Source: an optimization exercise on an open RTL-to-GDS flow (aim: small area and a short achievable clock period). Production flows keep margins and buffers that such runs may drop.
RTL that was checked went through simulation tests only; none was proved equivalent to the original.
No activity file was given, so power comes from the tool's default toggle rates.

## qu_front_end
module qu_front_end (
    input  logic                          clk,
    input  logic                          rst_n,
    input  logic                          redirect,
    input  logic [qu_pkg::pc_w-1:0]       redirect_pc,
    output logic [qu_pkg::pc_w-1:0]       imem_addr,
    input  logic [qu_pkg::instr_w-1:0]    imem_data,
    output logic [qu_pkg::preg_w-1:0]     rf_rd1_addr,
    output logic [qu_pkg::preg_w-1:0]     rf_rd2_addr,
    input  logic [qu_pkg::instr_w-1:0]    rf_rd1_data,
    input  logic [qu_pkg::instr_w-1:0]    rf_rd2_data,
    input  logic                          wb_valid,
    input  logic [qu_pkg::preg_w-1:0]     wb_preg,
    input  logic                          free_valid,
    input  logic [qu_pkg::preg_w-1:0]     free_preg,
    input  logic                          rs_credit,
    output logic                          rs_valid,
    output logic [qu_pkg::rs_entry_w-1:0] rs_entry
);
For scale: roughly 3000 cells after synthesis, roughly 1100 flip-flops, roughly 370 I/O pins.
export LEC_CHECK = 0
export CAP_MARGIN = 20
export CORE_MARGIN = 2
export CORE_UTILIZATION = 58
export CTS_CLUSTER_DIAMETER = 100
export CTS_CLUSTER_SIZE = 22
export SETUP_SLACK_MARGIN = 2.6
export SLEW_MARGIN = 20
export BUFFER_PORTS_ARGS = -buffer_cell sky130_fd_sc_hd__buf_2
create_clock -name core_clock -period 5.0 [get_ports {clk}]
standard.sh (not shown) runs the stock make flow with config.mk's settings and CLKGATE_MAP_FILE= SYNTH_SCRIPT=/design/flow/synth_recipe.tcl, a recipe that flattens the netlist after the stock synthesis.
==> flow/flow/run.sh <==
#!/bin/bash
# Standard layout, with the port buffers made from buf_2 cells instead of
# the buffer that buffer_ports picks by default.
set -euo pipefail
echo "export BUFFER_PORTS_ARGS = -buffer_cell sky130_fd_sc_hd__buf_2" >> config.mk
bash standard.sh > standard_flow.log 2>&1
==> next run, changes <==
--- a/flow/design.v
+++ b/flow/design.v
@@ -227,34 +227,14 @@
             byp_rs2 <= 1'b0;
         end else begin
             byp_rs1 <= take && (h_next[9:5] == h_rd);
             byp_rs2 <= take && (h_next[14:10] == h_rd);
         end
     end
-    logic [31:1] h_rs1_oh;
-    logic [31:1] h_rs2_oh;
-    logic [5:0]  rat_rs1;
-    logic [5:0]  rat_rs2;
-    always_ff @(posedge clk) begin
-        if (h_load) begin
-            for (int i = 1; i < 32; i++) begin
-                h_rs1_oh[i] <= (h_next[9:5] == 5'(i));
-                h_rs2_oh[i] <= (h_next[14:10] == 5'(i));
-            end
-        end
-    end
-    always_comb begin
-        rat_rs1 = '0;
-        rat_rs2 = '0;
-        for (int i = 1; i < 32; i++) begin
-            rat_rs1 = rat_rs1 | ({6{h_rs1_oh[i]}} & rat[i]);
-            rat_rs2 = rat_rs2 | ({6{h_rs2_oh[i]}} & rat[i]);
-        end
-    end
-    assign src1_p = (h_kind == qu_pkg::kind_lui) ? 6'd0 : byp_rs1 ? p_preg : rat_rs1;
-    assign src2_p = (h_kind == qu_pkg::kind_op) ? (byp_rs2 ? p_preg : rat_rs2) : 6'd0;
+    assign src1_p = (h_kind == qu_pkg::kind_lui) ? 6'd0 : byp_rs1 ? p_preg : rat_full[h_rs1];
+    assign src2_p = (h_kind == qu_pkg::kind_op) ? (byp_rs2 ? p_preg : rat_full[h_rs2]) : 6'd0;
     logic [31:1] m_rd_oh;
     always_comb begin
         old_p = '0;
         for (int i = 1; i < 32; i++) begin
             old_p = old_p | ({6{m_rd_oh[i]}} & rat[i]);
         end
=>
- The new run completed without violations
- hold slack is about the same
- via count climbs by about 6%
- sequential share of layout area drops by 4.3 points
- design area climbs by about 1%
- global-route usage climbs by 3.8 points
- clock power drops by 4.5%
- final cell count climbs by 4.1%
- combinational power climbs by about 28%
- non-clock buffer count climbs by 121
Only the layout flow was run in the first run of this note; the RTL was not checked for function there.

RTL: one of the versions met above, not the one the previous note started from.
Size in the first run: roughly 1000 flip-flops, roughly 0.042 sq mm of cells after synthesis.
Settings: LEC_CHECK=0, CAP_MARGIN=20, CORE_MARGIN=2, CORE_UTILIZATION=58, CTS_CLUSTER_DIAMETER=100, CTS_CLUSTER_SIZE=22, SETUP_SLACK_MARGIN=2.6, SLEW_MARGIN=20, BUFFER_PORTS_ARGS=-inputs -buffer_cell sky130_fd_sc_hd__buf_1, PRE_GLOBAL_PLACE_TCL=/design/flow/flow/pre_gpl.tcl; clock period 5.0 ns.
==> flow/flow/run.sh <==
#!/bin/bash
# Standard layout, with the port buffers chosen here: buf_1 on inputs and
# buf_2 on outputs, instead of the cell that buffer_ports picks by default.
set -euo pipefail
here=$(pwd)
cat > "$here/flow/pre_gpl.tcl" <<'TCL'
buffer_ports -outputs -buffer_cell sky130_fd_sc_hd__buf_2
TCL
cat >> config.mk <<EOC
export BUFFER_PORTS_ARGS = -inputs -buffer_cell sky130_fd_sc_hd__buf_1
export PRE_GLOBAL_PLACE_TCL = $here/flow/pre_gpl.tcl
EOC
bash standard.sh > standard_flow.log 2>&1
==> flow/flow/pre_gpl.tcl <==
buffer_ports -outputs -buffer_cell sky130_fd_sc_hd__buf_2
Then changed:
--- a/flow/design.v
+++ b/flow/design.v
@@ -64,47 +64,53 @@
     logic        f_empty;
     logic        f_push;
     logic        f_pop;
     logic        f_proper;
     logic        f_borrow;
     assign f_full = &f_v;
     assign f_empty = ~|f_v;
     assign f_push = !f_full && !redirect;
+    logic [3:0]  f_ok;
+    logic [3:0]  f_rp_oh;
     assign f_head = f_mem[f_rp];
-    assign f_proper = |f_head[26:25];
+    assign f_proper = |(f_ok & f_rp_oh);
     logic [27:0] pc_dec;
     logic [31:0] f_head_pc;
     assign f_borrow = f_full || (f_rp > pc[3:2]);
     assign f_head_pc = {f_borrow ? pc_dec : pc[31:4], f_rp, pc[1:0]};
     always_ff @(posedge clk) begin
         if (f_push) begin
             f_mem[pc[3:2]] <= {fd_kind, imem_data[31:7]};
+            f_ok[pc[3:2]] <= |fd_kind;
         end
         if (f_push && pc[3:2] == 2'b11) begin
             pc_dec <= pc[31:4];
         end
     end
     always_ff @(posedge clk or negedge rst_n) begin
         if (!rst_n) begin
             pc <= '0;
             f_v <= '0;
             f_rp <= '0;
+            f_rp_oh <= 4'b0001;
         end else if (redirect) begin
             pc <= redirect_pc;
             f_v <= '0;
             f_rp <= redirect_pc[3:2];
+            f_rp_oh <= 4'b0001 << redirect_pc[3:2];
         end else begin
             if (f_push) begin
                 pc <= pc + 32'd4;
                 f_v[pc[3:2]] <= 1'b1;
             end
             if (f_pop) begin
                 f_v[f_rp] <= 1'b0;
                 f_rp <= f_rp + 2'd1;
+                f_rp_oh <= {f_rp_oh[2:0], f_rp_oh[3]};
             end
         end
     end
     logic [3:0]  d_t;        
     logic [1:0]  d_wp;
     logic [1:0]  d_rp;
     logic [41:0] d_mem [4];
     logic [41:0] d_rest;
@@ -126,33 +132,35 @@
     assign d_one = d_t[0] && !d_t[1];
     assign d_many = d_t[1];
     assign d_rest = d_mem[d_rp];
     assign b_head = ({17{b_rp[0]}} & b_f[0]) | ({17{b_rp[1]}} & b_f[1]) | ({17{b_rp[2]}} & b_f[2]);
     assign d_in_f = {f_head[26:25], f_head[17:8], f_head[4:0]};
     assign d_in_rest = {f_head_pc, f_head[24:18], f_head[7:5]};
     assign f_pop = !f_empty && (!d_full || !f_proper);
     assign d_push = !f_empty && !d_full && f_proper;
+    logic d_fill;
+    assign d_fill = !f_empty && !d_full;
     always_ff @(posedge clk) begin
-        if (d_push) begin
+        if (d_fill) begin
             d_mem[d_wp] <= d_in_rest;
         end
     end
     logic h_load;
     logic b_push;
     logic b_pop;
     assign h_load = take || d_empty;
     assign b_push = d_push && !d_empty && !(take && d_one);
     assign b_pop = take && d_many;
     always_ff @(posedge clk) begin
         if (h_load) begin
             h_f <= h_next;
         end
         for (int i = 0; i < 3; i++) begin
-            if (d_push && b_wp[i]) begin
+            if (d_fill && b_wp[i]) begin
                 b_f[i] <= d_in_f;
             end
         end
     end
     logic [1:0]  h_kind;
     logic [4:0]  h_rd;
     logic [4:0]  h_rs1;
     logic [4:0]  h_rs2;
@@ -225,18 +233,38 @@
         if (!rst_n) begin
             byp_rs1 <= 1'b0;
             byp_rs2 <= 1'b0;
         end else begin
             byp_rs1 <= take && (h_next[9:5] == h_rd);
             byp_rs2 <= take && (h_next[14:10] == h_rd);
         end
     end
-    assign src1_p = (h_kind == qu_pkg::kind_lui) ? 6'd0 : byp_rs1 ? p_preg : rat_full[h_rs1];
-    assign src2_p = (h_kind == qu_pkg::kind_op) ? (byp_rs2 ? p_preg : rat_full[h_rs2]) : 6'd0;
+    logic [31:1] h_rs1_oh;
+    logic [31:1] h_rs2_oh;
+    logic [5:0]  rat_rs1;
+    logic [5:0]  rat_rs2;
+    always_ff @(posedge clk) begin
+        if (h_load) begin
+            for (int i = 1; i < 32; i++) begin
+                h_rs1_oh[i] <= (h_next[9:5] == 5'(i));
+                h_rs2_oh[i] <= (h_next[14:10] == 5'(i));
+            end
+        end
+    end
+    always_comb begin
+        rat_rs1 = '0;
+        rat_rs2 = '0;
+        for (int i = 1; i < 32; i++) begin
+            rat_rs1 = rat_rs1 | ({6{h_rs1_oh[i]}} & rat[i]);
+            rat_rs2 = rat_rs2 | ({6{h_rs2_oh[i]}} & rat[i]);
+        end
+    end
+    assign src1_p = (h_kind == qu_pkg::kind_lui) ? 6'd0 : byp_rs1 ? p_preg : rat_rs1;
+    assign src2_p = (h_kind == qu_pkg::kind_op) ? (byp_rs2 ? p_preg : rat_rs2) : 6'd0;
     logic [31:1] m_rd_oh;
     always_comb begin
         old_p = '0;
         for (int i = 1; i < 32; i++) begin
             old_p = old_p | ({6{m_rd_oh[i]}} & rat[i]);
         end
     end
     always_ff @(posedge clk or negedge rst_n) begin
After rerunning:
- hold slack stays flat
- sequential share of layout area rises by 6.5 points
- clock-buffer cell count rises by 5
- total power falls by 6.0%
- cell count falls by 6.3%
- clock power rises by about 3%
- register-to-register slack gets better by 0.28 ns
- synthesized cell count falls by 4.1%
Function not checked in the second run of this note: the RTL went through the layout flow alone.

separate check: timing with driven ports:
The flow's constraints put no driver on any port. The routed layouts listed below were extracted and timed again, unchanged, in two steps. Step 1 (the two cells are an assumption about what drives the block):
set clk [get_ports {clk}]
set_driving_cell -lib_cell sky130_fd_sc_hd__clkbuf_16 $clk
set_driving_cell -lib_cell sky130_fd_sc_hd__buf_2 [delete_from_list [all_inputs] $clk]
Step 2 adds t to the input delays and takes it off the output delays; t is the mean of the earliest and latest rising clock arrival at the registers after step 1. Input paths then give back, and output paths get back, about the clock's delay inside the block. Slacks: ideal ports / drivers / drivers and shift; pairs: ideal ports / drivers.
run | t, ns | setup WS [ns] | worst setup path after step 2 | latest minus earliest clock arrival (ns) | worst slew at a driven data input, ns
the first run of note 1 | 0.736 | 2.492 / 2.448 / 2.121 | input to register | 0.038 / 0.039 | 0.07
the second run of note 1 | 0.728 | 2.510 / 2.454 / 2.089 | input to register | 0.048 / 0.049 | 0.07
the first run of note 2 | 0.736 | 2.140 / 2.140 / 2.017 | input to register | 0.033 / 0.033 | 0.06
the second run of note 2 | 0.730 | 2.421 / 2.421 / 2.073 | input to register | 0.044 / 0.044 | 0.08
After both steps setup and hold are still met in every run listed. The setup slack of the second run of note 1, which loses most, moves by -0.056 ns with the drivers and by -0.421 ns with both steps.
